Background: an optimization exercise with open tools, aiming at small area and a short achievable clock period. Do not read the settings as production practice.
The RTL was checked by simulation tests, not by an equivalence proof against the original design.
Power is estimated from default activity; no workload was simulated.

===== flow/design.v =====
package inst_mem_pkg;
    localparam int unsigned IW_DEF = 9;
    localparam int unsigned AW_DEF = 8;
    typedef logic [IW_DEF-1:0] inst_t;
    typedef logic [AW_DEF-1:0] addr_t;
    localparam inst_t NOP_DEFAULT = '0;
    typedef enum logic [1:0] {
        IDLE = 2'd0,
        LOAD = 2'd1,
        RUN  = 2'd2
    } state_t;
endpackage
module inst_mem_word #(
    parameter int unsigned IW = 9
) (
    input  logic          clk,
    input  logic          we,
    input  logic          hold,
    input  logic [IW-1:0] wd,
    output logic [IW-1:0] q
);
    always_ff @(posedge clk)
        q <= ~((q | {IW{we}}) & (wd | {IW{hold}}));
endmodule
module inst_mem_wsel (
    input  logic wr,
    input  logic wc,
    input  logic wr_n,
    input  logic wc_n,
    output logic we,
    output logic hold
);
    assign hold = ~(wr & wc);
    assign we   = ~(wr_n | wc_n);
endmodule
module inst_mem_rpair #(
    parameter int unsigned IW = 9
) (
    input  logic          sel0_n,
    input  logic          sel1_n,
    input  logic [IW-1:0] q0,
    input  logic [IW-1:0] q1,
    output logic [IW-1:0] y
);
    assign y = ~((q0 | {IW{sel0_n}}) & (q1 | {IW{sel1_n}}));
endmodule
module inst_mem_nor2 #(
    parameter int unsigned IW = 9
) (
    input  logic [IW-1:0] a,
    input  logic [IW-1:0] b,
    output logic [IW-1:0] y
);
    assign y = ~(a | b);
endmodule
module inst_mem_nand4 #(
    parameter int unsigned IW = 9
) (
    input  logic [IW-1:0] a,
    input  logic [IW-1:0] b,
    input  logic [IW-1:0] c,
    input  logic [IW-1:0] d,
    output logic [IW-1:0] y
);
    assign y = ~(a & b & c & d);
endmodule
module inst_mem_mux2 #(
    parameter int unsigned IW = 9
) (
    input  logic [IW-1:0] s,
    input  logic [IW-1:0] a,
    input  logic [IW-1:0] b,
    output logic [IW-1:0] y
);
    assign y = (s & a) | (~s & b);
endmodule
module inst_mem_array #(
    parameter int unsigned IW    = 9,
    parameter int unsigned AW    = 8,
    parameter int unsigned DEPTH = 2**AW
) (
    input  logic          clk,
    input  logic [15:0]   wr,       
    input  logic [15:0]   wc,       
    input  logic [IW-1:0] wd,
    input  logic [15:0]   rhi_n,    
    input  logic [15:0]   rlo_n,    
    output logic [IW-1:0] rq        
);
    logic [DEPTH-1:0]      we, hold;
    logic [IW-1:0]         q  [DEPTH];
    logic [IW-1:0]         y1 [DEPTH/2];    
    logic [IW-1:0]         y2 [DEPTH/4];    
    logic [IW-1:0]         y3 [DEPTH/16];   
    logic [IW-1:0]         y4 [DEPTH/32];   
    logic [IW-1:0]         y5 [DEPTH/64];   
    for (genvar i = 0; i < DEPTH; i++) begin : g_word
        inst_mem_wsel u_wsel (
            .wr (wr[i/16]), .wc (wc[i%16]), .wr_n (~wr[i/16]), .wc_n (~wc[i%16]),
            .we (we[i]), .hold (hold[i])
        );
        inst_mem_word #(.IW(IW)) u_word (
            .clk (clk), .we (we[i]), .hold (hold[i]), .wd (wd), .q (q[i])
        );
    end
    for (genvar i = 0; i < DEPTH/2; i++) begin : g_y1
        inst_mem_rpair #(.IW(IW)) u_pair (
            .sel0_n (rlo_n[(2*i)%16]), .sel1_n (rlo_n[(2*i+1)%16]),
            .q0 (q[2*i]), .q1 (q[2*i+1]), .y (y1[i])
        );
    end
    for (genvar i = 0; i < DEPTH/4; i++) begin : g_y2
        inst_mem_nor2 #(.IW(IW)) u_nor (.a (y1[2*i]), .b (y1[2*i+1]), .y (y2[i]));
    end
    for (genvar i = 0; i < DEPTH/16; i++) begin : g_y3
        inst_mem_nand4 #(.IW(IW)) u_nand (
            .a (y2[4*i]), .b (y2[4*i+1]), .c (y2[4*i+2]), .d (y2[4*i+3]), .y (y3[i])
        );
    end
    for (genvar i = 0; i < DEPTH/32; i++) begin : g_y4
        inst_mem_rpair #(.IW(IW)) u_pair (
            .sel0_n (rhi_n[2*i]), .sel1_n (rhi_n[2*i+1]),
            .q0 (y3[2*i]), .q1 (y3[2*i+1]), .y (y4[i])
        );
    end
    for (genvar i = 0; i < DEPTH/64; i++) begin : g_y5
        inst_mem_nor2 #(.IW(IW)) u_nor (.a (y4[2*i]), .b (y4[2*i+1]), .y (y5[i]));
    end
    inst_mem_nand4 #(.IW(IW)) u_out (
        .a (y5[0]), .b (y5[1]), .c (y5[2]), .d (y5[3]), .y (rq)
    );
endmodule
module inst_mem_loader #(
    parameter int unsigned   IW    = 9,
    parameter int unsigned   AW    = 8,
    parameter int unsigned   DEPTH = 2**AW,
    parameter logic [IW-1:0] NOP   = '0
) (
    input  logic          CLK,
    input  logic          Reset,
    input  logic          load_start,
    input  logic          prog_valid,
    input  logic [IW-1:0] prog_data,
    input  logic          prog_last,
    output logic          prog_ready,
    output logic          load_done,
    output logic [AW:0]   loaded_count,
    input  logic          fetch_en,
    input  logic [AW-1:0] Address,
    output logic [IW-1:0] Instruction,
    output logic          inst_valid,
    output logic          addr_fault
);
    logic [AW-1:0] wp;
    logic          ph;
    logic          we;
    logic          in_range;
    logic          fetch_ok;
    logic [IW-1:0] rq;
    logic [15:0]   wr, wc, rhi, rlo;
    logic [IW-1:0] wd;
    logic          byp;
    assign we       = prog_ready & prog_valid & ~load_start;
    assign in_range = {1'b0, Address} < loaded_count;
    assign fetch_ok = fetch_en & load_done;
    inst_mem_array #(
        .IW    (IW),
        .AW    (AW),
        .DEPTH (DEPTH)
    ) u_array (
        .clk   (CLK),
        .wr    (wr),
        .wc    (wc),
        .wd    (wd),
        .rhi_n (~rhi),
        .rlo_n (~rlo),
        .rq    (rq)
    );
    always_ff @(posedge CLK) begin
        for (int k = 0; k < 16; k++) begin
            wr[k] <= we && wp[7:4] == 4'(k);
            wc[k] <= wp[3:0] == 4'(k);
        end
        wd <= prog_data ^ {IW{~ph}};
    end
    for (genvar k = 0; k < 16; k++) begin : g_dec
        assign rhi[k] = Address[7:4] == 4'(k);
        assign rlo[k] = Address[3:0] == 4'(k);
    end
    assign byp = |(rhi & wr) && |(rlo & wc);
    always_ff @(posedge CLK or posedge Reset) begin
        if (Reset)
            ph <= 1'b0;
        else
            ph <= ~ph;
    end
    always_ff @(posedge CLK) begin
        if (load_start)
            wp <= '0;
        else if (we)
            wp <= wp + 1'b1;
    end
    always_ff @(posedge CLK or posedge Reset) begin
        if (Reset) begin
            prog_ready   <= 1'b0;
            load_done    <= 1'b0;
            loaded_count <= '0;
        end else if (load_start) begin
            prog_ready   <= 1'b1;
            load_done    <= 1'b0;
            loaded_count <= '0;
        end else if (we && (prog_last || wp == AW'(DEPTH-1))) begin
            prog_ready   <= 1'b0;
            load_done    <= 1'b1;
            loaded_count <= {1'b0, wp} + 1'b1;
        end
    end
    logic [IW-1:0] raw;
    logic [IW-1:0] other;
    logic          hit;
    logic [IW-1:0] raw_1, raw_0, raw_d;
    assign raw_1 = byp ? (wd ^ {IW{ph}}) : {IW{~ph}};
    assign raw_0 = byp ? (wd ^ {IW{ph}}) : {IW{ph}};
    inst_mem_mux2 #(.IW(IW)) u_raw (.s (rq), .a (raw_1), .b (raw_0), .y (raw_d));
    always_ff @(posedge CLK)
        raw <= raw_d;
    always_ff @(posedge CLK or posedge Reset) begin
        if (Reset) begin
            inst_valid <= 1'b0;
            addr_fault <= 1'b0;
            hit        <= 1'b0;
            other      <= NOP;
        end else begin
            inst_valid <= fetch_ok;
            addr_fault <= fetch_ok & ~in_range;
            hit        <= fetch_ok & in_range;
            other      <= fetch_en ? NOP : Instruction;
        end
    end
    assign Instruction = (raw & {IW{hit}}) | other;
endmodule

===== flow/run.sh =====
#!/bin/bash
# synth_recipe.tcl (not shown) runs the flow's synth.tcl, then flattens the netlist and writes it again
# the make line also repeats each setting of config.mk as NAME=value (left out here)
make -C /OpenROAD-flow-scripts/flow DESIGN_CONFIG=/design/flow/config.mk WORK_HOME=/design/flow/orfs CLKGATE_MAP_FILE= SYNTH_SCRIPT=/design/flow/synth_recipe.tcl finish

===== flow/config.mk =====
export PLATFORM = sky130hd
export DESIGN_NAME = inst_mem_loader
export DESIGN_NICKNAME = inst_mem_loader
export VERILOG_FILES = /design/flow/design.v
export SDC_FILE = /design/flow/constraint.sdc
export NUM_CORES = 4
export LEC_CHECK = 0
export CAP_MARGIN = 20
export CORE_MARGIN = 2
export CORE_UTILIZATION = 60
export CTS_BUF_LIST = sky130_fd_sc_hd__clkbuf_16
export CTS_CLUSTER_DIAMETER = 60
export CTS_CLUSTER_SIZE = 24
export SETUP_SLACK_MARGIN = 2.4
export SLEW_MARGIN = 20
export SYNTH_HIERARCHICAL = 1
export SYNTH_MINIMUM_KEEP_SIZE = 0
export TNS_END_PERCENT = 100

===== flow/constraint.sdc =====
create_clock -name core_clock -period 5.0 [get_ports {CLK}]
set_input_delay 1.0000 -clock core_clock [delete_from_list [all_inputs] [get_ports {CLK}]]
set_output_delay 1.0000 -clock core_clock [all_outputs]
set_load 0.01 [all_outputs]

==> notes.md, run 1 <==
drt first pass iters 6; RSZ-0062 raised after global routing true; Period Utilization, post-route between 50% and 60%; Syn Area/Cell ~10 µm²; total gr overflow 0; initial antenna violation count 14; Die ar. 143000 µm²; worst r2r src wc[2]; crit path time final about 3 ns; cell family with most CP delay simple AND/OR/NAND/NOR gates; CTS Buf Count around 150; CP peak stage delay approximately 0.31 ns; CP required between 5 and 6 ns; clock-pin slew on the worst setup and hold paths approximately 0.080 ns; hpwl dp about 190 mm; Hold EP u_array.g_word[5].u_word.q[3]; EDFF count, synth 0; Setup crit start kind input port; largest net degree at the start of global routing approximately 130; final hold viol count 0; DR DRC count 0; Routed WL approximately 340 mm; CP arrival about 3.6 ns; Unique masters post-synth between 50 and 60; Synth Cell Area approximately 84000 µm²; initial core utilization 60.3%; worst r2r path cells 3; CTS max path bufs 3; Worst Hold Class register to register; VDD IR max roughly 310 µV; Pwr Density 369 nW/µm²; Detail Route Antenna Nets 0; Max-cap violations 0; all-layer global routing usage between 40% and 50%; core area approximately 140000 µm²; FP Rows around 140; syn nets between 8k and 9k; sequential area share after synthesis 57.0%; H-Tree Depth 4; status no timing/DRC/antenna violations; area added between synthesis and finish 12.2%; ys async rst share 1.01%; clock sinks approximately 2.4k; Max Freq about 340 MHz; cell count after synthesis roughly 8.3k; CP Cell Sequence buf_12 -> nor2_4 -> buf_12 -> nand3_4 -> buf_16 -> buf_4 -> o22ai_1 -> nor2_1 -> nand4_1 -> o22ai_1 -> nor2_2 -> nand4_1 -> mux2_4; slowest stage cell, crit path mux2_4; vias about 76k; CP max FO 35; Root Buffer clkbuf_16; worst setup path class input port to register; # port buffers 44; worst slew pin tran about 1.3 ns; Fin Setup TNS 0 ns; Critical R2R Capture u_array.g_word[146].u_word.q[3]; die width between 300 and 400 µm; clock network latency to the later pin of the worst-skew pair 0.84 ns; layout net count 8144; Synth Register Bits about 2.4k; share of cells above drive strength 1 between 10% and 20%; min-delay src u_array.g_word[5].u_word.q[3]; Wirelength per Cell between 30 and 40 µm; Hold Crit Depth 1; vias in the first global route between 60k and 70k; Core Util, Final about 68%; CP bufs+invs 4; Most used DFF post-synth dfxtp_1; final setup fails 0; GPL Wtd Cong 0.960; first-pass GRT wire length ~470 mm; Initial DRC Count roughly 12k; I/O pin count 45; Slew HR approximately 13%; CTS tree done; Lkg Pwr between 0.03 and 0.04 µW; vias per cell between 7 and 8; Crit. End Element register; clock skew around 0.028 ns; Synth warnings 15; Die Y 378 µm; Reg2Reg Setup Slack about 2.2 ns; Max Slew Vio Count 0
modules after synthesis (local to each module, per instance), excerpt:
| module | copies in the design | flops+latches | cells inside | cell area (µm²) |
|---|---|---|---|---|
| inst_mem_wsel | 256 | 0 | 2 | 7.51 |
| inst_mem_loader | 1 | 82 | 401 | 3940 |
synth_stat cells (11+ instances only):
cell type     n  area (µm²)
dfxtp_1    2362       47300
nand2_1     291        1090
inv_1        47         176
nand3_1      20         100
buf_6       396        4460
nand4_1     157         982
xnor2_1      30         263
buf_2       398        1990
dfrtp_1      24         601
nor2_1      890        3340
ha_1         11         138
o22ai_1    3529       22100
o21ai_0      19        95.1
and2_1       14        87.6
nor2b_1      18         113
registers in the layout (all words and copies together) (netlist names):
signal and cells:
raw 9, inst_valid 1, wp 8, u_array.g_word.u_word.q 2304, wr 16, wc 16
load_done 1, prog_ready 1, addr_fault 1, loaded_count 9, wd 9, other 9
hit 1, ph 1
worst max-delay path by stage:
stage,start,endpoint,slack [ns],cells after the start
after global routing,Address[1],raw[4],2.14,16
final,Address[2],raw[6],2.08,13
after detailed placement,Address[5],raw[2],0.21,7
after floorplan,Address[0],raw[7],2.11,12
after global placement,Address[5],raw[2],0.23,7
after CTS,hit,Instruction[5],2.20,3
metrics by stage:
| step | setup slack, ns | std cells | total power [µW] | hold slack (ns) | area [µm²] |
|---|---|---|---|---|---|
| after floorplan | 2.11 | 8335 | 20400 | 0.422 | 84100 |
| after global placement | 0.234 | 9611 | 21000 | 0.430 | 82400 |
| after detailed placement | 0.210 | 9611 | 21000 | 0.437 | 82400 |
| after CTS | 2.20 | 10100 | 34500 | 0.448 | 93300 |
| after global routing | 2.14 | 10100 | 35400 | 0.455 | 94100 |
| final | 2.08 | 10100 | 34700 | 0.445 | 94200 |
layout by cell type, fill, tap and decap left out, drive strengths merged, types with 14 or more instances in the layout:
cell	n
clkinv	52
and2	14
dfrtp	24
nand2	302
inv	85
nand3	25
clkbuf	169
nand4	157
o21ai	21
nor2b	18
clkdlybuf4s50	15
bufbuf	17
buf	365
nor2	902
mux2	15
diode	20
dfxtp	2362
o22ai	3529
xnor2	31
cell type report:
cell class | instances | area (µm²)
inverters | 47 | 184
multi-input cells | 5109 | 32200
clock inverters | 106 | 1110
diodes | 20 | 50.0
fillers | 11000 | 45000
flip-flops and latches | 2386 | 48000
clock buffers | 160 | 4000
well taps | 1876 | 2350
repair buffers | 420 | 6340
routing by layer:
| layer | part of all wire, % | track usage, % | up-vias |
|---|---|---|---|
| met3 | 13 | 12.7 | 1184 |
| met1 | 39 | 60.9 | 37500 |
| li1 | - | - | 32000 |
| met2 | 41 | 62.4 | 5632 |
| met4 | 7.1 | 27.1 | 12 |
| met5 | 0.024 | 0 | - |
power breakdown:
part | switching [µW] | leakage, µW | internal [µW]
sequential | 191 | 0.0202 | 19100
clock | 7100 | 0.00252 | 6550
combinational | 1180 | 0.0112 | 575
cell families (layout without fill, tap and decap cells):
| group | Yosys count | count (layout) | share of synthesized area [%] |
|---|---|---|---|
| buffers and inverters | 856 | 733 | 8.00 |
| AO/OA/AOI/OAI | 3579 | 3579 | 26.7 |
| adder cells (fa/ha/maj) | 11 | 11 | 0.164 |
| flip-flops | 2386 | 2386 | 57.0 |
| AND/OR/NAND/NOR | 1452 | 1468 | 7.46 |
| multiplexers | 15 | 15 | 0.241 |
| other | 0 | 20 | 0 |
| XOR/XNOR | 36 | 36 | 0.385 |
worst register-to-register path, cell delays in order (launching register included):
cell	delay, ns
dfxtp_2	0.88
inv_2	0.79
nor2_1	0.78
o22ai_1	0.19
timing repair:
item,CTS,global route
pin swaps,216,75
cloned,65,11
hold buffers,0,0
buffers inserted,140,11
endpoints found under the setup margin,335,329
resized for setup,629,91
==> run 2, diff against run 1 <==
--- a/flow/design.v
+++ b/flow/design.v
@@ -64,14 +64,4 @@
 );
     assign y = ~(a & b & c & d);
-endmodule
-module inst_mem_mux2 #(
-    parameter int unsigned IW = 9
-) (
-    input  logic [IW-1:0] s,
-    input  logic [IW-1:0] a,
-    input  logic [IW-1:0] b,
-    output logic [IW-1:0] y
-);
-    assign y = (s & a) | (~s & b);
 endmodule
 module inst_mem_array #(
@@ -160,5 +150,4 @@
     logic [15:0]   wr, wc, rhi, rlo;
     logic [IW-1:0] wd;
-    logic          byp;
     assign we       = prog_ready & prog_valid & ~load_start;
     assign in_range = {1'b0, Address} < loaded_count;
@@ -177,16 +166,11 @@
         .rq    (rq)
     );
-    always_ff @(posedge CLK) begin
-        for (int k = 0; k < 16; k++) begin
-            wr[k] <= we && wp[7:4] == 4'(k);
-            wc[k] <= wp[3:0] == 4'(k);
-        end
-        wd <= prog_data ^ {IW{~ph}};
-    end
+    assign wd = prog_data ^ {IW{ph}};
     for (genvar k = 0; k < 16; k++) begin : g_dec
+        assign wr[k]  = we && wp[7:4] == 4'(k);
+        assign wc[k]  = wp[3:0] == 4'(k);
         assign rhi[k] = Address[7:4] == 4'(k);
         assign rlo[k] = Address[3:0] == 4'(k);
     end
-    assign byp = |(rhi & wr) && |(rlo & wc);
     always_ff @(posedge CLK or posedge Reset) begin
         if (Reset)
@@ -219,10 +203,6 @@
     logic [IW-1:0] other;
     logic          hit;
-    logic [IW-1:0] raw_1, raw_0, raw_d;
-    assign raw_1 = byp ? (wd ^ {IW{ph}}) : {IW{~ph}};
-    assign raw_0 = byp ? (wd ^ {IW{ph}}) : {IW{ph}};
-    inst_mem_mux2 #(.IW(IW)) u_raw (.s (rq), .a (raw_1), .b (raw_0), .y (raw_d));
     always_ff @(posedge CLK)
-        raw <= raw_d;
+        raw <= rq ^ {IW{ph}};
     always_ff @(posedge CLK or posedge Reset) begin
         if (Reset) begin
==> run 2 against run 1 <==
Net effect: critical endpoint is now raw[5]; register-to-register slack improved by 0.13 ns; largest cell class unchanged; area after synthesis decreased by 1.9%; largest power group unchanged; non-clock buffer count increased by 19; routed wire length decreased by 1.2%; flip-flop and latch count decreased by 41; power increased by 1.4%; sequential power decreased by 2%; first-iteration DRC count increased by 2.7%; combinational power increased by 55%; critical path depth increased by 3.
==> notes.md, run 2 <==
combinational family with the most area after synthesis compound AO/OA/AOI/OAI gates; CP bufs+invs 7 (+3); Fin Setup TNS 0 ns (unchanged); DR DRC count 0 (unchanged); Critical R2R Capture u_array.g_word[250].u_word.q[7]; final setup fails 0 (unchanged); drt first pass iters 9 (+3); core area 136000 µm² (-2.4%); top cell type's share of synthesized area 56.5% (+0.12 points); GPL Wtd Cong 0.995 (+3.7%); slowest stage cell, crit path nor2_4; Synth warnings 15 (unchanged); Synth Register Bits 2345 (-1.7%); Reg2Reg Setup Slack 2.35 ns (+0.13 ns); Pwr Total 35200 µW (+1.4%); CP max FO 18 (-49%); Compound-Gate Fraction of Synth Area 27.2% (+0.50 points); most common cell in the netlist o22ai_1; Wirelength per Cell 33.5 µm (+0.57%); Lkg Pwr 0.0339 µW (about the same); CTS Buf Count 145 (-0.68%); CTS max path bufs 3 (unchanged); Setup crit start kind input port; Top reg by flops u_array.g_word.u_word.q; initial antenna violation count 16 (+2); clock-pin slew on the worst setup and hold paths 0.09 ns (about the same); CP peak stage delay 0.27 ns (-0.04 ns); vias in the first global route 68.4k (+0.37%); worst r2r src wp[3]; total gr overflow 0 (unchanged); H-Tree Depth 4 (unchanged); ys async rst share 1.02% (+0.018 points); crit path time final 2.80 ns (-0.113 ns); Most used DFF post-synth dfxtp_1; FP Rows 135 (-1.5%); cell family with most CP delay buffers and inverters; worst setup path class input port to register; I/O pin count 45 (unchanged); commonest non-fill, non-tap cell in the layout o22ai_1; Hold EP u_array.g_word[243].u_word.q[3]; status no timing/DRC/antenna violations; hold buffer count at CTS 0 (unchanged); Core Util, Final 68.7% (+1.1 points); Root Buffer clkbuf_16; Synth Area in Adders 0.167% (+0.0033 points); Worst Hold Class register to register; Max Slew Vio Count 0 (unchanged); cell count after synthesis 8207 (-1.5%); vias per cell 7.58 (+0.53%); die width 374 µm (-0.97%); most frequent cells in the layout o22ai_1 (3404), dfxtp_1 (2316), nor2_1 (561); sequential area share after synthesis 57.2% (+0.14 points); first-pass GRT wire length 467 mm (-1.3%); worst r2r path cells 6 (+3); Unique masters post-synth 42 (-25%); all-layer global routing usage 44.6% (-0.080 points); CP Cell Sequence buf_8 -> buf_8 -> nor2b_4 -> buf_6 -> buf_12 -> buf_12 -> nand2_8 -> buf_16 -> buf_4 -> o22ai_2 -> nor2_4 -> nand4_1 -> o22ai_4 -> nor2_4 -> nand4_1 -> xor2_1; Crit. End Element register; largest net degree at the start of global routing 177 (+33%); clock network latency to the later pin of the worst-skew pair 0.81 ns (-0.03 ns); Synth area leader dfxtp_1; VDD IR max 329 µV (+4.5%); initial core utilization 60.6% (+0.30 points); post-synthesis simple-gate area fraction 7.12% (-0.34 points); layout filler cell count 10.6k (-3.8%); max reg flops 2304 (unchanged); cell depth of the worst setup path 16 (+3); hpwl dp 182 mm (-3.0%); CP arrival 3.50 ns (-0.12 ns); vias 75.4k (-1.2%); Detail Route Antenna Nets 0 (unchanged); Syn Area/Cell 10.0 µm² (-0.42%); area of the multi-input gates 32500 µm² (+1.1%); clock sinks 2345 (-1.7%); clock skew 0.0253 ns (-0.00242 ns); Period Utilization, post-route 56.1% (-2.3 points); CP required 5.69 ns (-0.02 ns); Initial DRC Count 11.9k (+2.7%); RSZ-0062 raised after global routing true; fraction of synthesized area in multiplexers 0% (-0.24 points); Max-cap violations 0 (unchanged); Pwr Density 377 nW/µm² (+2.3%); # port buffers 44 (unchanged); area added between synthesis and finish 13.4%; worst slew pin tran 1.21 ns (-0.0928 ns); final hold viol count 0 (unchanged); Sequential Area 47100 µm² (-1.8%); Die ar. 140000 µm² (-1.9%); Die Y 374 µm (-0.97%); syn nets 8241 (-1.5%); top cells by count, synth o22ai_1 (3528), dfxtp_1 (2321), nor2_1 (892); top post-synthesis cells by area dfxtp_1 (56%), o22ai_1 (27%), buf_6 (5.4%); Synth Area in XOR/XNOR 0.287% (-0.097 points); EDFF count, synth 0 (unchanged); Synth Cell Area 82300 µm² (-1.9%); Slew HR 19.3% (+6.3 points); CTS tree done; Routed WL 333 mm (-1.2%); share of cells above drive strength 1 15.8% (+2.0 points); min-delay src u_array.g_word[243].u_word.q[3]; layout net count 8065 (-0.97%); Hold Crit Depth 1 (unchanged); Max Freq 357 MHz (+4.0%)
run 2: cell count changes after synthesis, moves of 5 or more:
| cell | before | now |
|---|---|---|
| xor2_1 | 5 | 19 |
| mux2_4 | 9 | 0 |
| nor3b_1 | 5 | 0 |
| o21ai_0 | 19 | 6 |
| nand3b_1 | 10 | 0 |
| nor2_4 | 10 | 1 |
| dfxtp_1 | 2362 | 2321 |
| xnor2_1 | 30 | 8 |
| nand2_1 | 291 | 284 |
run 2: timing repair:
action                     in CTS  in global routing
setup endpoints to repair    2336               1816
hold endpoints to repair        0                  0
setup buffers                 120                 38
pin swaps                     127                119
gates resized for setup       888                179
cloned                         51                 27
run 2: worst max path at each step:
| stage | start | end | slack (ns) |
|---|---|---|---|
| 6_report | Address[3] | raw[5] | 2.20 |
| 5_1_grt | hit | Instruction[0] | 2.20 |
| 4_1_cts | hit | Instruction[2] | 2.20 |
| 3_5_place_dp | Address[0] | raw[3] | 0.02 |
| 3_3_place_gp | Address[0] | raw[3] | 0.04 |
| 2_1_floorplan | prog_data[0] | u_array.g_word[211].u_word.q[0] | 0.32 |
run 2: power breakdown:
part	switching (µW)	total, µW	leakage [µW]	internal [µW]
clock	7060	13600	0.00248	6530
combinational	1870	2710	0.00988	840
sequential	95.9	18900	0.0216	18800
run 2: layer usage:
| metal | global-route usage (%) | part of all wire (%) | up-vias | wire (µm) |
|---|---|---|---|---|
| met3 | 16.5 | 15 | 1175 | 49400 |
| met2 | 61.1 | 41 | 5666 | 135000 |
| li1 | - | - | 31700 | - |
| met4 | 25.6 | 6.3 | 14 | 21100 |
| met5 | 0.789 | 0.072 | - | 241 |
| met1 | 59.9 | 38 | 36800 | 127000 |
run 2: kinds of logic after synthesis:
logic type / count (synthesis)
buffers and inverters: 844
and+or+nand+nor: 1408
DFF: 2345
xor gates and xnor gates: 27
AOI/OAI and AO/OA: 3572
adders and majority gates: 11
run 2: per-module statistics from Yosys, one instance, submodules excluded, excerpt:
module,flops+latches,cells,cell area (µm²),times used
inst_mem_loader,41,282,2440,1
inst_mem_wsel,0,2,7.51,256
run 2: area by class of cell:
class	instances	area share, %
flip-flops and latches	2345	50.4
multi-input cells	5052	34.9
repair buffers	439	6.43
clock buffers	159	4.26
well taps	1781	2.39
clock inverters	107	1.24
inverters	48	0.311
diodes	16	0.0429
run 2: per-stage QoR:
stage | area (µm²) | std cells | hold WS (ns) | setup slack (ns)
finish | 93300 | 9947 | 0.446 | 2.20
global route | 93300 | 9933 | 0.455 | 2.20
CTS | 91800 | 9866 | 0.448 | 2.20
detailed placement | 81000 | 9429 | 0.437 | 0.0186
global placement | 81000 | 9429 | 0.430 | 0.0404
floorplan | 82500 | 8207 | 0.422 | 0.324
==> run 3, diff against run 2 <==
--- a/flow/config.mk
+++ b/flow/config.mk
@@ -12,5 +12,5 @@
 export CTS_CLUSTER_DIAMETER = 60
 export CTS_CLUSTER_SIZE = 24
-export SETUP_SLACK_MARGIN = 2.4
+export SETUP_SLACK_MARGIN = 2.2
 export SLEW_MARGIN = 20
 export SYNTH_HIERARCHICAL = 1
==> run 3 against run 2 <==
Net effect: register-to-register slack got worse by 0.17 ns; clock-buffer cell count is the same; cell count fell by 0.56%; die area stayed put; critical path type unchanged; cell area is 2.3% lower; still clean; area after synthesis is the same; clock power about the same.
==> notes.md, run 3 <==
Crit. End Element register; Core Util, Final 67.2% (-1.6 points); status no timing/DRC/antenna violations; VDD IR max 330 µV (+0.19%); syn nets 8241 (unchanged); CP arrival 3.61 ns (+0.11 ns); Wirelength per Cell 33.0 µm (-1.5%); crit path time final 2.94 ns (+0.134 ns); initial antenna violation count 18 (+2); Root Buffer clkbuf_16; Flop pwr share 53.9% (+0.2 points); Synth area leader dfxtp_1; top post-synthesis cells by area dfxtp_1 (56%), o22ai_1 (27%), buf_6 (5.4%); vias 74.9k (-0.66%); clock network latency to the later pin of the worst-skew pair 0.82 ns (about the same); first-pass GRT wire length 457 mm (-2.1%); vias in the first global route 67.7k (-1.0%); largest net degree at the start of global routing 177 (unchanged); share of cells above drive strength 1 13.8% (-2.0 points); min-delay src u_array.g_word[77].u_word.q[5]; Synth warnings 15 (unchanged); Synth Register Bits 2345 (unchanged); EDFF count, synth 0 (unchanged); most common cell in the netlist o22ai_1; Most used DFF post-synth dfxtp_1; vias per cell 7.57 (about the same); final setup fails 0 (unchanged); ys async rst share 1.02% (unchanged); Setup crit start kind input port; Hold Crit Depth 1 (unchanged); Die Y 374 µm (unchanged); top cells by count, synth o22ai_1 (3528), dfxtp_1 (2321), nor2_1 (892); hpwl dp 182 mm (unchanged); Sw Ratio 25.5% (-0.17 points); RSZ-0062 raised after global routing true; # port buffers 44 (unchanged); CP required 5.67 ns (-0.02 ns); max reg flops 2304 (unchanged); clock skew 0.0249 ns (-0.000408 ns); die width 374 µm (unchanged); CP max FO 49 (+31); combinational power share 7.3% (-0.4 points); Max-cap violations 0 (unchanged); sequential area share after synthesis 57.2% (unchanged); GPL Wtd Cong 0.995 (unchanged); Period Utilization, post-route 58.8% (+2.7 points); cell count after synthesis 8207 (unchanged); CP startpoint Address[0]; worst slew pin tran 1.15 ns (-0.0582 ns); worst r2r src wp[0]; top cell type's share of synthesized area 56.5% (unchanged); I/O pin count 45 (unchanged); final hold viol count 0 (unchanged); Synth Cell Area 82300 µm² (unchanged); Detail Route Antenna Nets 0 (unchanged); CTS Buf Count 145 (unchanged); Die ar. 140000 µm² (unchanged); Max Freq 340 MHz (-4.6%); Lkg Pwr 0.0332 µW (-2.2%); clock-pin slew on the worst setup and hold paths 0.08 ns (about the same); core area 136000 µm² (unchanged); Routed WL 326 mm (-2.0%); total gr overflow 0 (unchanged); Critical R2R Capture u_array.g_word[235].u_word.q[5]; area added between synthesis and finish 10.8%; clock sinks 2345 (unchanged); met1 usage 59.4% (-0.46 points); worst r2r path cells 6 (unchanged); Hold EP u_array.g_word[77].u_word.q[5]; Top reg by flops u_array.g_word.u_word.q; FP Rows 135 (unchanged); busiest grt layer met2; Syn Area/Cell 10.0 µm² (unchanged); switching power total 8930 µW (-1.2%); Initial DRC Count 11.5k (-3.6%); Fin Setup TNS 0 ns (unchanged); most frequent cells in the layout o22ai_1 (3470), dfxtp_1 (2316), nor2_1 (599); DR DRC count 0 (unchanged); initial core utilization 60.6% (unchanged); Reg2Reg Setup Slack 2.18 ns (-0.17 ns); Pwr Density 384 nW/µm² (+1.8%); Unique masters post-synth 42 (unchanged); Worst Hold Class register to register; worst setup path class input port to register; grt met2 use 60.7% (-0.37 points); layout filler cell count 10.9k (+2.8%); all-layer global routing usage 43.4% (-1.1 points); Slew HR 23.2% (+3.9 points); commonest non-fill, non-tap cell in the layout o22ai_1; H-Tree Depth 4 (unchanged); Max Slew Vio Count 0 (unchanged); CTS max path bufs 3 (unchanged); met3 GRT Util 14.3% (-2.1 points); CTS tree done; Pint 26100 µW (-0.27%); Clk pwr share 38.7% (about the same); layout net count 8004 (-0.76%); drt first pass iters 7 (-2)
-- run 3: worst max-delay path by stage --
stage	slack, ns	depth (start not counted)	end
floorplan	0.32	2	u_array.g_word[211].u_word.q[0]
global placement	0.04	12	raw[3]
detailed placement	0.02	12	raw[3]
CTS	2.12	5	u_array.g_word[182].u_word.q[8]
global route	2.12	9	u_array.g_word[88].u_word.q[7]
finish	2.06	14	raw[2]
-- run 3: per-layer routing --
layer  wire length [µm]  vias up
met2             133000     5586
met1             126000    36600
met4              19800        8
met5                 53        -
met3              47400     1109
li1                   -    31600
-- run 3: area by class of cell --
cell class	instances	area [µm²]	area share, %
clock inverters	107	1160	1.27
repair buffers	384	5020	5.50
well taps	1781	2230	2.44
flip-flops and latches	2345	47100	51.6
multi-input cells	5046	31400	34.4
clock buffers	159	3980	4.36
diodes	21	52.6	0.0576
inverters	48	267	0.292
-- run 3: kinds of logic (layout without fill, tap and decap cells) --
kind of cell / count (synthesis) / in the layout / share of synthesized area [%]
buffers and inverters: 844 / 698 / 8.04
XOR/XNOR: 27 / 27 / 0.287
adder cells (fa/ha/maj): 11 / 11 / 0.167
flip-flops: 2345 / 2345 / 57.2
AO/OA/AOI/OAI: 3572 / 3572 / 27.2
other: 0 / 21 / 0
AND/OR/NAND/NOR: 1408 / 1436 / 7.12
-- run 3: power groups by stage --
| stage | combinational, µW | clock, µW | sequential (µW) |
|---|---|---|---|
| floorplan | 1190 | 0 | 19300 |
| global placement | 2110 | 0 | 19300 |
| detailed placement | 2120 | 0 | 19300 |
| CTS | 2350 | 13500 | 18900 |
| global route | 2560 | 14200 | 18900 |
| finish | 2570 | 13600 | 18900 |
-- run 3: repair_timing --
action	CTS	global route
pin swaps	74	41
cloned	49	14
gates resized for setup	660	109
hold buffers	0	0
buffers inserted	78	33
endpoints found under the setup margin	2254	706
-- run 3: metrics by stage --
| stage | instances | power [µW] | cell area (µm²) | hold slack, ns | setup slack, ns |
|---|---|---|---|---|---|
| 5_1_grt | 9871 | 35700 | 91100 | 0.455 | 2.12 |
| 2_1_floorplan | 8207 | 20500 | 82500 | 0.422 | 0.324 |
| 6_report | 9891 | 35000 | 91200 | 0.445 | 2.06 |
| 3_3_place_gp | 9429 | 21400 | 81000 | 0.430 | 0.0404 |
| 3_5_place_dp | 9429 | 21400 | 81000 | 0.437 | 0.0186 |
| 4_1_cts | 9822 | 34800 | 90100 | 0.448 | 2.12 |
-- run 3: Yosys stat by module (local to each module, per instance), a selection --
| module | flip-flops and latches | cell area [µm²] | copies in the design | cells |
|---|---|---|---|---|
| inst_mem_wsel | 0 | 7.51 | 256 | 2 |
| inst_mem_loader | 41 | 2440 | 1 | 282 |
-- run 3: worst max-delay path, cell delays in order --
cell	delay (ns)
buf_6	0.18
nor2b_1	0.21
buf_6	0.21
nand3_4	0.15
buf_12	0.19
buf_4	0.14
buf_16	0.23
o22ai_1	0.31
nor2_1	0.15
nand4_1	0.13
o22ai_1	0.15
nor2_1	0.23
nand4_1	0.14
xor2_1	0.16
==> run 4, diff against run 3 <==
--- a/flow/design.v
+++ b/flow/design.v
@@ -65,4 +65,12 @@
     assign y = ~(a & b & c & d);
 endmodule
+module inst_mem_dec4 (
+    input  logic [3:0]  a,
+    output logic [15:0] y_n
+);
+    for (genvar k = 0; k < 16; k++) begin : g_y
+        assign y_n[k] = a != 4'(k);
+    end
+endmodule
 module inst_mem_array #(
     parameter int unsigned IW    = 9,
@@ -75,5 +83,5 @@
     input  logic [IW-1:0] wd,
     input  logic [15:0]   rhi_n,    
-    input  logic [15:0]   rlo_n,    
+    input  logic [63:0]   rlo_n,    
     output logic [IW-1:0] rq        
 );
@@ -96,5 +104,5 @@
     for (genvar i = 0; i < DEPTH/2; i++) begin : g_y1
         inst_mem_rpair #(.IW(IW)) u_pair (
-            .sel0_n (rlo_n[(2*i)%16]), .sel1_n (rlo_n[(2*i+1)%16]),
+            .sel0_n (rlo_n[(2*i)/64*16 + (2*i)%16]), .sel1_n (rlo_n[(2*i)/64*16 + (2*i+1)%16]),
             .q0 (q[2*i]), .q1 (q[2*i+1]), .y (y1[i])
         );
@@ -148,5 +156,6 @@
     logic          fetch_ok;
     logic [IW-1:0] rq;
-    logic [15:0]   wr, wc, rhi, rlo;
+    logic [15:0]   wr, wc, rhi;
+    logic [63:0]   rlo_n;
     logic [IW-1:0] wd;
     assign we       = prog_ready & prog_valid & ~load_start;
@@ -163,5 +172,5 @@
         .wd    (wd),
         .rhi_n (~rhi),
-        .rlo_n (~rlo),
+        .rlo_n (rlo_n),
         .rq    (rq)
     );
@@ -171,5 +180,7 @@
         assign wc[k]  = wp[3:0] == 4'(k);
         assign rhi[k] = Address[7:4] == 4'(k);
-        assign rlo[k] = Address[3:0] == 4'(k);
+    end
+    for (genvar c = 0; c < 4; c++) begin : g_rlo
+        inst_mem_dec4 u_dec (.a (Address[3:0]), .y_n (rlo_n[c*16 +: 16]));
     end
     always_ff @(posedge CLK or posedge Reset) begin
--- a/flow/config.mk
+++ b/flow/config.mk
@@ -12,5 +12,5 @@
 export CTS_CLUSTER_DIAMETER = 60
 export CTS_CLUSTER_SIZE = 24
-export SETUP_SLACK_MARGIN = 2.2
+export SETUP_SLACK_MARGIN = 2.4
 export SLEW_MARGIN = 20
 export SYNTH_HIERARCHICAL = 1
==> run 4 against run 3 <==
Net effect: cell area down 0.12%; clock power down 3%; largest power group unchanged; highest routed layer unchanged; still clean on timing, DRC and antenna; cell count about the same.
==> notes.md, run 4 <==
met1 WL 125 mm (-1.0%); final setup fails 0 (unchanged); slowest stage cell, crit path or4b_4; Routed WL 314 mm (-3.7%); top layer in use met5; I/O pin count 45 (unchanged); largest net degree at the start of global routing 115 (-35%); sequential area share after synthesis 56.8% (-0.43 points); vias per cell 7.47 (-1.4%); Pwr Density 380 nW/µm² (-0.99%); CP max FO 29 (-41%); Die Y 376 µm (+0.37%); Hold Crit Depth 1 (unchanged); commonest non-fill, non-tap cell in the layout o22ai_1; area added between synthesis and finish 9.84%; die width 376 µm (+0.37%); Root Buffer clkbuf_16; CTS max path bufs 3 (unchanged); FP Rows 136 (+0.74%); hold buffer count at CTS 0 (unchanged); Synth area leader dfxtp_1; DR DRC count 0 (unchanged); Pwr Total 34600 µW (-1.1%); Synth Register Bits 2345 (unchanged); most common cell in the netlist o22ai_1; clock skew 0.0288 ns (+0.00398 ns); Period Utilization, post-route 56.9% (-1.9 points); most frequent cells in the layout o22ai_1 (3463), dfxtp_1 (2313), nor2_1 (588); top cell type's share of synthesized area 56.0% (-0.42 points); EDFF count, synth 0 (unchanged); max reg flops 2304 (unchanged); Syn Area/Cell 10.0 µm² (+0.15%); Most used DFF post-synth dfxtp_1; CTS tree done; layout net count 8003 (-0.012%); Synth Cell Area 82900 µm² (+0.76%); initial antenna violation count 16 (-2); CP Cell Sequence buf_16 -> buf_16 -> or4b_4 -> buf_12 -> buf_4 -> o22ai_1 -> nor2_1 -> nand4_1 -> o22ai_2 -> nor2_4 -> nand4_1 -> xor2_1; Synth warnings 15 (unchanged); clock sinks 2345 (unchanged); top post-synthesis cells by area dfxtp_1 (56%), o22ai_1 (27%), buf_6 (5.4%); Die ar. 141000 µm² (+0.75%); Critical R2R Capture u_array.g_word[152].u_word.q[4]; RSZ-0062 raised after global routing true; cell count after synthesis 8257 (+0.61%); first-pass GRT wire length 447 mm (-2.1%); Detail Route Antenna Nets 0 (unchanged); drt first pass iters 8 (+1); Max Slew Vio Count 0 (unchanged); Max Freq 352 MHz (+3.3%); post-route non-filler standard cell count 9890 (-0.010%); vias in the first global route 67.0k (-0.95%); GPL Wtd Cong 0.966 (-2.9%); WL met2 131 mm (-1.6%); Worst Hold Class register to register; clock-pin slew on the worst setup and hold paths 0.09 ns (about the same); ys async rst share 1.02% (unchanged); min-delay src u_array.g_word[177].u_word.q[2]; worst r2r path cells 7 (+1); total gr overflow 0 (unchanged); core area 137000 µm² (+1.1%); initial core utilization 60.4% (-0.22 points); top cells by count, synth o22ai_1 (3528), dfxtp_1 (2321), nor2_1 (896); Reg2Reg Setup Slack 2.39 ns (+0.21 ns); Slew HR 26.7% (+3.5 points); Setup crit start kind input port; crit path time final 2.84 ns (-0.0936 ns); DR WL met3 38.3 mm (-19%); worst setup path class input port to register; Top reg by flops u_array.g_word.u_word.q; share of cells above drive strength 1 13.4% (-0.33 points); worst slew pin tran 1.10 ns (-0.0532 ns); hpwl dp 184 mm (+0.79%); Initial DRC Count 10.1k (-12%); cell family with most CP delay simple AND/OR/NAND/NOR gates; CP arrival 3.54 ns (-0.07 ns); status no timing/DRC/antenna violations; CP required 5.69 ns (+0.02 ns); H-Tree Depth 4 (unchanged); Hold EP u_array.g_word[177].u_word.q[2]; vias 73.8k (-1.4%); Crit. End Element register; post-route cell area 91100 µm² (-0.12%); Fin Setup TNS 0 ns (unchanged); VDD IR max 373 µV (+13%); worst r2r src wp[4]; all-layer global routing usage 42.0% (-1.4 points); Lkg Pwr 0.0327 µW (-1.6%); final hold viol count 0 (unchanged); Wirelength per Cell 31.7 µm (-3.7%); CTS Buf Count 143 (-1.4%); Max-cap violations 0 (unchanged); # port buffers 44 (unchanged); Area after DPL 81100 µm² (+0.11%); CP bufs+invs 4 (-1); post-route setup slack 2.16 ns (+0.0936 ns); clock network latency to the later pin of the worst-skew pair 0.82 ns (about the same); CP peak stage delay 0.57 ns (+0.26 ns); post-place setup slack 0.282 ns (+0.263 ns); placed cells 9466 (+0.39%); Unique masters post-synth 42 (unchanged); syn nets 8291 (+0.61%)
run 4: cell count changes after synthesis, moves of 5 or more:
| cell | before | now |
|---|---|---|
| nand3_1 | 18 | 13 |
| or4b_1 | 0 | 12 |
| nand4bb_1 | 0 | 24 |
| or4_4 | 0 | 6 |
| mux2i_1 | 0 | 7 |
| a21oi_1 | 12 | 6 |
| nand4b_1 | 1 | 17 |
| clkbuf_1 | 4 | 14 |
| buf_6 | 392 | 400 |
| nand2_1 | 284 | 275 |
run 4: cell families (layout without fill, tap and decap cells):
group                    count (synthesis)  count (layout)  share of synthesized area [%]
flip-flops                            2345            2345                           56.8
AND/OR/NAND/NOR                       1454            1497                           7.75
XOR/XNOR                                29              29                          0.306
buffers and inverters                  858             642                           8.11
adder cells (fa/ha/maj)                 11              11                          0.166
multiplexers                             8               8                          0.103
other                                    0              12                              0
AO/OA/AOI/OAI                         3552            3552                           26.8
run 4: layer usage:
layer  up-vias  track usage, %
met5         -               0
met4         6            23.5
met3      1019            11.1
met2      4864            59.9
met1     36200            57.8
li1      31700               -
run 4: worst max path at each step:
stage / to / startpoint / cells past startpoint / slack (ns)
5_1_grt: raw[5] / Address[1] / 12 / 2.22
4_1_cts: raw[3] / Address[0] / 11 / 2.26
6_report: raw[5] / Address[1] / 12 / 2.16
2_1_floorplan: u_array.g_word[211].u_word.q[0] / prog_data[0] / 2 / 0.32
3_5_place_dp: raw[3] / Address[3] / 10 / 0.28
3_3_place_gp: raw[3] / Address[3] / 10 / 0.36
run 4: what timing repair did:
item / 4_1_cts / 5_1_grt
pin swaps: 54 / 46
resized for setup: 810 / 115
buffers inserted: 56 / 33
endpoints found under the setup margin: 2335 / 2163
gates cloned: 48 / 15
run 4: cell type report:
| type | count | area (µm²) |
|---|---|---|
| antenna | 12 | 30.0 |
| clock buffer | 153 | 3830 |
| clock inverter | 107 | 1090 |
| fill | 11000 | 46200 |
| inverter | 47 | 272 |
| multi-input combinational | 5097 | 32500 |
| sequential | 2345 | 47100 |
| tap | 1794 | 2240 |
| timing repair buffer | 335 | 3990 |
run 4: per-stage QoR:
| stage | hold slack, ns | util (%) |
|---|---|---|
| after floorplan | 0.422 | - |
| after global routing | 0.457 | 66.3 |
| final | 0.444 | 66.3 |
| after global placement | 0.430 | 59.1 |
| after detailed placement | 0.437 | 59.1 |
| after CTS | 0.448 | 65.5 |
run 4: report_power, final:
part	internal [µW]	total, µW	switching, µW
clock	6270	13200	6890
sequential	18800	18900	115
combinational	767	2560	1790
total	25800	34600	8790
run 4: modules after synthesis, one instance, submodules excluded, excerpt:
module           cell area, µm²  flops+latches  copies in the design
inst_mem_loader            2320             41                     1
inst_mem_dec4               186              0                     4
inst_mem_wsel              7.51              0                   256
==> run 5, diff against run 4 <==
--- a/flow/config.mk
+++ b/flow/config.mk
@@ -12,5 +12,5 @@
 export CTS_CLUSTER_DIAMETER = 60
 export CTS_CLUSTER_SIZE = 24
-export SETUP_SLACK_MARGIN = 2.4
+export SETUP_SLACK_MARGIN = 2.7
 export SLEW_MARGIN = 20
 export SYNTH_HIERARCHICAL = 1
==> run 5 against run 4 <==
Net effect: sequential share of layout area decreased by 4.1 points; clock power about the same; critical endpoint unchanged; largest cell class unchanged; largest power group unchanged; critical path depth decreased by 4; clock-buffer cell count unchanged; combinational power increased by 15%; worst setup slack got worse by 0.013 ns; cell area increased by 8.7%; still clean on timing, DRC and antenna; sequential power about the same.
==> notes.md, run 5 <==
vias per cell 7.62 (+2.0%); final setup fails 0 (unchanged); largest net degree at the start of global routing 115 (unchanged); share of cells above drive strength 1 23.6% (+10 points); crit path time final 2.86 ns (+0.0133 ns); Synth Cell Area 82900 µm² (unchanged); area of the multi-input gates 37500 µm² (+15%); most common cell in the netlist o22ai_1; top cell type's share of synthesized area 56.0% (unchanged); Area after DPL 81100 µm² (unchanged); WL met2 141 mm (+7.9%); vias in the first global route 68.3k (+1.8%); CP required 5.75 ns (+0.06 ns); final hold viol count 0 (unchanged); post-place setup slack 0.282 ns (unchanged); sequential area share after synthesis 56.8% (unchanged); max reg flops 2304 (unchanged); slowest stage cell, crit path clkdlybuf4s50_1; post-route setup slack 2.14 ns (-0.0133 ns); status no timing/DRC/antenna violations; layout net count 8329 (+4.1%); Max Freq 350 MHz (-0.46%); most frequent cells in the layout o22ai_1 (3073), dfxtp_1 (2310), nor2_1 (558); CTS Buf Count 143 (unchanged); core area 137000 µm² (unchanged); Unique masters post-synth 42 (unchanged); Max-cap violations 0 (unchanged); CP peak stage delay 0.83 ns (+0.26 ns); Wirelength per Cell 33.1 µm (+4.4%); CP bufs+invs 2 (-2); all-layer global routing usage 43.6% (+1.6 points); Detail Route Antenna Nets 0 (unchanged); initial core utilization 60.4% (unchanged); Die Y 376 µm (unchanged); Period Utilization, post-route 57.1% (+0.27 points); Worst Hold Class input port to asynchronous set/reset pin; worst slew pin tran 0.950 ns (-0.149 ns); worst setup path class input port to register; first-pass GRT wire length 462 mm (+3.3%); top post-synthesis cells by area dfxtp_1 (56%), o22ai_1 (27%), buf_6 (5.4%); Pwr Total 35100 µW (+1.4%); CP Cell Sequence clkdlybuf4s50_1 -> nor2b_1 -> nand2_1 -> buf_4 -> o22ai_4 -> nor2_4 -> nand4_1 -> xor2_1; Sequential Area 47100 µm² (about the same); # port buffers 44 (unchanged); Lkg Pwr 0.0353 µW (+7.9%); Root Buffer clkbuf_16; Most used DFF post-synth dfxtp_1; post-route non-filler standard cell count 10.2k (+3.2%); hpwl dp 184 mm (unchanged); top cells by count, synth o22ai_1 (3528), dfxtp_1 (2321), nor2_1 (896); RSZ-0062 raised after global routing true; Crit. End Element register; Synth Register Bits 2345 (unchanged); DR WL met3 44.8 mm (+17%); Synth warnings 15 (unchanged); top layer in use met5; clock network latency to the later pin of the worst-skew pair 0.84 ns (+0.02 ns); ys async rst share 1.02% (unchanged); hold buffer count at CTS 0 (unchanged); Die ar. 141000 µm² (unchanged); CTS tree done; cell family with most CP delay buffers and inverters; Setup crit start kind input port; DR DRC count 0 (unchanged); met1 WL 128 mm (+2.8%); Fin Setup TNS 0 ns (unchanged); Pwr Density 355 nW/µm² (-6.7%); Top reg by flops u_array.g_word.u_word.q; drt first pass iters 8 (unchanged); Routed WL 338 mm (+7.8%); CP arrival 3.61 ns (+0.07 ns); FP Rows 136 (unchanged); Syn Area/Cell 10.0 µm² (unchanged); cell count after synthesis 8257 (unchanged); layout filler cell count 9993 (-9.5%); commonest non-fill, non-tap cell in the layout o22ai_1; I/O pin count 45 (unchanged); CP max FO 9 (-69%); total gr overflow 0 (unchanged); placed cells 9466 (unchanged); vias 77.8k (+5.3%); VDD IR max 372 µV (about the same); H-Tree Depth 4 (unchanged); die width 376 µm (unchanged); post-route cell area 99000 µm² (+8.7%); clock-pin slew on the worst setup and hold paths 0.09 ns (about the same); clock skew 0.0380 ns (+0.00916 ns); GPL Wtd Cong 0.966 (unchanged); Synth area leader dfxtp_1; initial antenna violation count 13 (-3); CTS max path bufs 3 (unchanged); EDFF count, synth 0 (unchanged); Max Slew Vio Count 0 (unchanged); clock sinks 2345 (unchanged); area added between synthesis and finish 19.4%; Slew HR 36.7% (+10 points); Initial DRC Count 11.5k (+15%); syn nets 8291 (unchanged)
==> run 5: cell counts after synthesis <==
Identical to the previous run, type by type.
==> run 5: through the flow <==
stage	util [%]	hold WS [ns]
after floorplan	-	0.422
after global placement	59.1	0.430
after detailed placement	59.1	0.437
after CTS	67.6	0.448
after global routing	72.1	0.457
final	72.1	0.434
==> run 5: power by group <==
| part | internal (µW) | total [µW] | switching (µW) | leakage [µW] |
|---|---|---|---|---|
| Clock | 6270 | 13200 | 6980 | 0.00242 |
| Combinational | 957 | 2940 | 1980 | 0.0113 |
| Sequential | 18800 | 18900 | 133 | 0.0216 |
==> run 5: timing repair <==
action / in CTS / in global routing
pin swaps: 186 / 998
cloned: 88 / 173
setup endpoints to repair: 2335 / 2122
gates resized for setup: 1093 / 807
buffers inserted: 142 / 74
==> run 5: final cells by class <==
class | instances | area share, %
well taps | 1794 | 2.27
clock inverters | 107 | 1.10
flip-flops and latches | 2345 | 47.6
diodes | 7 | 0.0177
repair buffers | 503 | 7.01
clock buffers | 153 | 3.87
inverters | 47 | 0.296
multi-input cells | 5255 | 37.9
==> run 5: modules after synthesis (local to each module, per instance), a selection <==
module / cells / copies in the design
inst_mem_loader: 252 / 1
inst_mem_dec4: 20 / 4
inst_mem_wsel: 2 / 256
==> run 5: worst register-to-register path: cells and delay by family (launching register included) <==
| family | cells | cell delay (ns) |
|---|---|---|
| AOI/OAI and AO/OA | 1 | 0.16 |
| DFF | 1 | 0.38 |
| buffers and inverters | 6 | 0.93 |
| and+or+nand+nor | 4 | 1.00 |
==> run 5: final timing paths <==
check / from / to / slack, ns / depth (start not counted)
max: Address[6] / raw[5] / 2.14 / 8
min: Reset / other[4] / 0.43 / 2
max reg2reg: prog_ready / u_array.g_word[20].u_word.q[8] / 2.34 / 11
min reg2reg: u_array.g_word[177].u_word.q[2] / u_array.g_word[177].u_word.q[2] / 0.45 / 1
max in group asynchronous: Reset / loaded_count[3] / 4.13 / 3
min in group core_clock: u_array.g_word[177].u_word.q[2] / u_array.g_word[177].u_word.q[2] / 0.45 / 1
==> run 5: cells by family after synthesis <==
group                      synth area share [%]
muxes                                     0.103
and+or+nand+nor                            7.75
buffers and inverters                      8.11
DFF                                        56.8
xor gates and xnor gates                  0.306
AOI/OAI and AO/OA                          26.8
adders and majority gates                 0.166
==> run 5: metal layers <==
layer  vias up  global-route usage, %
li1      32600                      -
met1     38000                   58.7
met2      5728                   62.0
met3      1388                   12.9
met4         8                   25.7
met5         -                      0
==> run 6, diff against run 5 <==
--- a/flow/config.mk
+++ b/flow/config.mk
@@ -12,5 +12,5 @@
 export CTS_CLUSTER_DIAMETER = 60
 export CTS_CLUSTER_SIZE = 24
-export SETUP_SLACK_MARGIN = 2.7
+export SETUP_SLACK_MARGIN = 2.5
 export SLEW_MARGIN = 20
 export SYNTH_HIERARCHICAL = 1
==> run 6 against run 5 <==
Net effect: still clean; synthesized cell count stayed put; register-to-register slack better by 0.08 ns; cell count is 2.3% lower; maximum frequency is 0.56% lower; sequential share of layout area is 3.3 points higher; clock power hardly changed; worst setup slack worse by 0.016 ns; sequential power hardly changed; cell area is 6.5% lower; global-route usage is 0.71 points lower; die area stayed put; critical endpoint is now raw[3].
==> notes.md, run 6 <==
post-route non-filler standard cell count 9976 (-2.3%); vias in the first global route 67.5k (-1.1%); syn nets 8291 (unchanged); Sw Ratio 25.5% (-0.37 points); layout filler cell count 10.8k (+8.4%); switching power total 8870 µW (-2.4%); top cell type's share of synthesized area 56.0% (unchanged); Area after DPL 81100 µm² (unchanged); most frequent cells in the layout o22ai_1 (3423), dfxtp_1 (2310), nor2_1 (571); Top reg by flops u_array.g_word.u_word.q; Pint 25900 µW (-0.52%); Max Freq 348 MHz (-0.56%); Synth Cell Area 82900 µm² (unchanged); largest net degree at the start of global routing 115 (unchanged); top post-synthesis cells by area dfxtp_1 (56%), o22ai_1 (27%), buf_6 (5.4%); Max Slew Vio Count 0 (unchanged); Most used DFF post-synth dfxtp_1; clock skew 0.0253 ns (-0.0128 ns); CP required 5.70 ns (-0.05 ns); Slew HR 27.2% (-9.5 points); commonest non-fill, non-tap cell in the layout o22ai_1; placed cells 9466 (unchanged); Unique masters post-synth 42 (unchanged); worst setup path class input port to register; combinational power share 7.6% (-0.8 points); initial antenna violation count 15 (+2); RSZ-0062 raised after global routing true; initial core utilization 60.4% (unchanged); Synth Register Bits 2345 (unchanged); CTS Buf Count 143 (unchanged); clock sinks 2345 (unchanged); clock-pin slew on the worst setup and hold paths 0.09 ns (about the same); Period Utilization, post-route 57.5% (+0.32 points); Die ar. 141000 µm² (unchanged); Syn Area/Cell 10.0 µm² (unchanged); crit path time final 2.87 ns (+0.0160 ns); first-pass GRT wire length 456 mm (-1.4%); Max-cap violations 0 (unchanged); Root Buffer clkbuf_16; Wirelength per Cell 32.2 µm (-3.0%); Die Y 376 µm (unchanged); cell count after synthesis 8257 (unchanged); ys async rst share 1.02% (unchanged); layout net count 8093 (-2.8%); total gr overflow 0 (unchanged); Setup crit start kind input port; vias per cell 7.50 (-1.6%); worst slew pin tran 1.09 ns (+0.142 ns); Crit. End Element register; clock network latency to the later pin of the worst-skew pair 0.81 ns (-0.03 ns); Routed WL 321 mm (-5.2%); EDFF count, synth 0 (unchanged); CTS max path bufs 3 (unchanged); H-Tree Depth 4 (unchanged); final setup fails 0 (unchanged); post-route setup slack 2.13 ns (-0.0160 ns); max reg flops 2304 (unchanged); final hold viol count 0 (unchanged); CTS tree done; Flop pwr share 54.4% (+0.5 points); I/O pin count 45 (unchanged); Clk pwr share 37.9% (+0.2 points); post-route cell area 92600 µm² (-6.5%); vias 74.8k (-3.8%); Initial DRC Count 10.0k (-13%); most common cell in the netlist o22ai_1; drt first pass iters 9 (+1); VDD IR max 372 µV (about the same); # port buffers 44 (unchanged); status no timing/DRC/antenna violations; GPL Wtd Cong 0.966 (unchanged); all-layer global routing usage 42.9% (-0.71 points); Detail Route Antenna Nets 0 (unchanged); top cells by count, synth o22ai_1 (3528), dfxtp_1 (2321), nor2_1 (896); area added between synthesis and finish 11.7%; die width 376 µm (unchanged); post-place setup slack 0.282 ns (unchanged); CP arrival 3.57 ns (-0.04 ns); Synth warnings 15 (unchanged); Fin Setup TNS 0 ns (unchanged); CP max FO 9 (unchanged); share of cells above drive strength 1 15.5% (-8.1 points); sequential area share after synthesis 56.8% (unchanged); Lkg Pwr 0.0334 µW (-5.4%); Pwr Density 375 nW/µm² (+5.8%); FP Rows 136 (unchanged); Worst Hold Class register to register; hpwl dp 184 mm (unchanged); Synth area leader dfxtp_1; DR DRC count 0 (unchanged); core area 137000 µm² (unchanged)
## run 6: power by group through the flow
stage          combinational [µW]  clock [µW]  sequential [µW]
6_report                     2660       13200            18900
5_1_grt                      2660       13900            18900
4_1_cts                      2440       13200            18900
3_5_place_dp                 2160           0            19300
3_3_place_gp                 2140           0            19300
2_1_floorplan                1230           0            19300
## run 6: path summary, 6_finish.rpt
kind / start / endpoint / slack [ns] / cells after the start
min in group asynchronous: Reset / addr_fault / 0.57 / 2
worst max-delay path: Address[6] / raw[3] / 2.13 / 7
worst min-delay path: u_array.g_word[205].u_word.q[4] / u_array.g_word[205].u_word.q[4] / 0.44 / 1
max in group asynchronous: Reset / ph / 3.96 / 2
worst max register to register: prog_ready / u_array.g_word[240].u_word.q[1] / 2.42 / 10
worst min register to register: u_array.g_word[205].u_word.q[4] / u_array.g_word[205].u_word.q[4] / 0.44 / 1
## run 6: cell families after synthesis
group           synth area share (%)
xor+xnor                       0.306
compound gates                  26.8
mux                            0.103
flops                           56.8
fa+ha+maj                      0.166
buf+inv                         8.11
simple gates                    7.75
## run 6: cell type report
type	instances	area (µm²)	area share (%)
antenna	8	20.0	0.0216
inverter	47	273	0.295
sequential	2345	47100	50.9
timing repair buffer	392	4890	5.28
clock inverter	107	1090	1.18
clock buffer	153	3830	4.13
tap	1794	2240	2.42
multi-input combinational	5130	33100	35.8
## run 6: per-module statistics from Yosys (local to each module, per instance), excerpt
| module | flops+latches | cell area, µm² | copies in the design |
|---|---|---|---|
| inst_mem_loader | 41 | 2320 | 1 |
| inst_mem_dec4 | 0 | 186 | 4 |
| inst_mem_wsel | 0 | 7.51 | 256 |
## run 6: metal layers
metal	vias up	global-route usage (%)	share of wire [%]
met4	10	23.1	6.6
met5	-	0	0.026
met2	4961	61.4	42
met1	36800	58.5	39
li1	32000	-	-
met3	1076	12.3	12
## run 6: timing repair
item	CTS	global route
gates cloned	82	27
buffers inserted	82	51
gates resized for setup	967	104
pin swaps	132	84
hold endpoints to repair	0	0
hold buffers	0	0
endpoints found under the setup margin	2335	1963
## run 6: worst max-delay path: stages
cell and delay, ns:
clkdlybuf4s50_1 0.79, nor2_1 0.24, nand2_2 0.48, o22ai_2 0.26, nor2_4 0.37, nand4_1 0.21
xor2_1 0.19
## run 6: stage by stage
stage / util, % / hold slack [ns] / power (µW)
6_report: 67.4 / 0.445 / 34800
5_1_grt: 67.4 / 0.457 / 35500
4_1_cts: 66.5 / 0.448 / 34600
3_5_place_dp: 59.1 / 0.437 / 21500
3_3_place_gp: 59.1 / 0.430 / 21500
2_1_floorplan: - / 0.422 / 20500

what the ideal ports hide:
No port has a modelled driver above. Below, the same layouts with a new extraction and two added sets of constraints. Step 1 sets driving cells, clkbuf_16 on the clock port and buf_2 on the other inputs (assumed; they add their load-dependent delay and slew). Step 2, shift: input delay + t, output delay - t, t = (earliest + latest rising clock arrival at the registers) / 2. This alone moves slack from input paths to output paths. Slacks: ideal / step 1 / step 2; pairs: ideal / step 1.
run | t, ns | setup slack, ns | worst hold slack (ns)
run 1 | 0.901 | 2.084 / 2.111 / 1.211 | 0.445 / 0.445 / 0.445
run 2 | 0.885 | 2.197 / 2.129 / 1.344 | 0.446 / 0.446 / 0.446
run 3 | 0.884 | 2.062 / 2.100 / 1.216 | 0.445 / 0.445 / 0.445
run 4 | 0.887 | 2.156 / 1.915 / 1.027 | 0.444 / 0.444 / 0.444
run 5 | 0.901 | 2.143 / 1.880 / 0.979 | 0.434 / 0.372 / 0.445
run 6 | 0.885 | 2.127 / 1.953 / 1.068 | 0.445 / 0.445 / 0.445
After both steps setup and hold are still met in every run listed. For run 5, which loses most, drivers alone change the setup slack by -0.263 ns; drivers and shift together by -1.164 ns.
